What follows belongs to an exercise in optimizing a design on an open flow for small area, a short achievable clock period and few clock cycles per item; a production flow would make more cautious choices. At most, simulation tests tie the RTL to the original design; equivalence was not proved. Power is estimated from default activity; no workload was simulated.

## me_top
module me_top (
    input  logic           clk,
    input  logic           rst_n,
    input  logic           block_valid,
    input  logic           area_valid,
    input  me_pkg::pixel_t in_data,
    output logic           out_valid,
    output me_pkg::mv_t    out_vector
);
Size: ~2200 cells after synthesis, ~16 I/O pins, ~30000 um2 of cells after synthesis.
clock: 7.0 ns
lec_check: 0
cap_margin: 20
core_margin: 2
core_utilization: 60
cts_cluster_diameter: 150
cts_cluster_size: 25
place_density: 0.75
setup_slack_margin: 4.5
slew_margin: 20
run.sh (not shown) runs the stock make flow with config.mk's settings and CLKGATE_MAP_FILE= SYNTH_SCRIPT=/design/flow/synth_recipe.tcl, a recipe that flattens the netlist after the stock synthesis.
Testbench counts at the start, summed over its fixed seeds: cycles 15,944, jobs 192.
Change:
Settings changed: PLACE_DENSITY 0.75 to unset, SETUP_SLACK_MARGIN 4.5 to 4.3.
Via count fell by a few percent.
Design area came out lower slightly.
First-iteration DRC count fell by roughly a tenth.
Critical path depth stays the same.
Clock skew barely changes.
Non-clock buffer count decreases by 19.
Core utilization goes down by 0.68 points.
Total power is lower slightly.
Change:
Settings changed: CORE_UTILIZATION 60 to 75, SETUP_SLACK_MARGIN 4.3 to 4.5.
Wire length came out higher by a few percent; synthesized area is unchanged; clock power stays flat; sequential power stays flat; final cell count came out lower by a few percent; power came out higher by a few percent.

---

Setup of the baseline:
me_top, a different RTL version from the one above (not shown whole).
Size: ~590 flip-flops, ~16 I/O pins.
clock: 7.0 ns
lec_check: 0
cap_margin: 20
core_margin: 2
core_utilization: 40
cts_cluster_diameter: 150
cts_cluster_size: 30
setup_slack_margin: 4.5
slew_margin: 20
Testbench counts of the baseline, summed over its fixed seeds: cycles 15,944, jobs 192.
Changes in the candidate relative to the baseline:
# the baseline
export LEC_CHECK = 0
export CAP_MARGIN = 20
export CORE_MARGIN = 2
export CORE_UTILIZATION = 40
export CTS_CLUSTER_DIAMETER = 150
export CTS_CLUSTER_SIZE = 30
export SETUP_SLACK_MARGIN = 4.5
export SLEW_MARGIN = 20
create_clock -name core_clock -period 7.0 [get_ports {clk}]
# the candidate
export LEC_CHECK = 0
export CAP_MARGIN = 20
export CORE_MARGIN = 2
export CORE_UTILIZATION = 60
export CTS_CLUSTER_DIAMETER = 150
export CTS_CLUSTER_SIZE = 25
export SETUP_SLACK_MARGIN = 4.5
export SLEW_MARGIN = 20
create_clock -name core_clock -period 7.0 [get_ports {clk}]
Results
The die span in y of the candidate falls short of that of the baseline by about 18%. Between the candidate and the baseline, the met1 global-route usage is higher for the candidate. When the candidate is measured against the baseline, its number of standard cells in the final layout excluding fillers turns out 10% lower.

---

me_top, a different RTL version from the one above (not shown whole).
Size in the first run: roughly 590 flip-flops, ~16 I/O pins.
Settings: LEC_CHECK=0, CAP_MARGIN=20, CORE_MARGIN=2, CORE_UTILIZATION=60, CTS_CLUSTER_DIAMETER=150, CTS_CLUSTER_SIZE=25, SETUP_SLACK_MARGIN=4.7, SLEW_MARGIN=20; clock period 7.0 ns.
The first run finished clean.
Then changed:
- SETUP_SLACK_MARGIN: 4.7 -> 4.5
Outcome:
- maximum frequency shrinks slightly
- final cell count falls by a few percent
- via count shrinks by a few percent
- power came out lower by a few percent
- combinational power went down by about a fifth
- hold slack is worse by 17 ps
- wire length went down by a few percent
- die area is unchanged
- global-route usage came out lower by 0.26 points
- sequential power shrinks slightly
- non-clock buffer count drops by 75
Then changed:
- SETUP_SLACK_MARGIN: 4.5 -> 4.6
Effect: The changed run ran to the end with no violations. Clock-buffer cell count does not change. Global-route usage fell by 0.26 points. Utilization increases by 1.2 points. Power went up by a few percent. Cell area goes up slightly. Critical path depth does not change. Clock power hardly moves.
No functional check of the RTL was part of any run of this note.

---

me_top with an RTL version that a note above also has.
Size: ~590 flip-flops, about 16 I/O pins, roughly 31000 sq um of cells after synthesis.
clock: 7.0 ns
lec_check: 0
cap_margin: 20
core_margin: 2
core_utilization: 40
cts_cluster_diameter: 150
cts_cluster_size: 25
setup_slack_margin: 4.5
slew_margin: 20
The starting point ran to the end with no violations.
Testbench counts at the start, summed over its fixed seeds: cycles 15,944, jobs 192.
Rerun with:
CTS_CLUSTER_DIAMETER = not set   (was 150)
CTS_CLUSTER_SIZE = not set   (was 25)
Outcome: The changed run ran to the end with no violations. Total power increases by 16%. Clock skew decreases by 6.6 ps. Sequential cell count stays the same.

what the ideal ports hide:
No port has a modelled driver above. Below, the same layouts with a new extraction and two added sets of constraints. Step 1 assumes that a clkbuf_16 drives the clock port and a buf_2 every other input. Step 2, shift: input delay + t, output delay - t, t = (earliest + latest rising clock arrival at the registers) / 2. This alone moves slack from input paths to output paths. Three values: ideal ports, drivers, drivers and shift; two values: the first two.
run | shift t [ns] | slack for setup (ns) | worst setup path at the end | slew at the worst register clock pin (ns) | cell pins on the clock port's net
the first run of note 1 | 0.641 | 4.499 / 4.442 / 4.425 | input, reset recovery | 0.10 / 0.10 | 1
the second run of note 1 | 0.651 | 4.358 / 4.298 / 4.424 | input, reset recovery | 0.10 / 0.10 | 1
the third run of note 1 | 0.645 | 4.481 / 4.442 / 4.441 | input, reset recovery | 0.10 / 0.10 | 1
the baseline | 0.639 | 4.444 / 4.444 / 4.444 | register to register | 0.12 / 0.12 | 1
the candidate | 0.661 | 4.505 / 4.443 / 4.421 | input, reset recovery | 0.11 / 0.11 | 1
the first run of note 3 | 0.643 | 4.559 / 4.503 / 4.610 | register to register | 0.10 / 0.10 | 1
the second run of note 3 | 0.657 | 4.544 / 4.507 / 4.544 | register to register | 0.11 / 0.11 | 1
the third run of note 3 | 0.653 | 4.544 / 4.504 / 4.543 | input, reset recovery | 0.11 / 0.11 | 1
the first run of note 4 | 0.652 | 4.438 / 4.438 / 4.438 | register to register | 0.10 / 0.10 | 1
the second run of note 4 | 0.657 | 4.473 / 4.451 / 4.430 | input, reset recovery | 0.06 / 0.06 | 1
After both steps every run listed still meets setup and hold. The setup slack of the candidate, which loses most, moves by -0.062 ns with the drivers and by -0.084 ns with both steps. The worst setup slack also covers recovery checks on asynchronous resets.
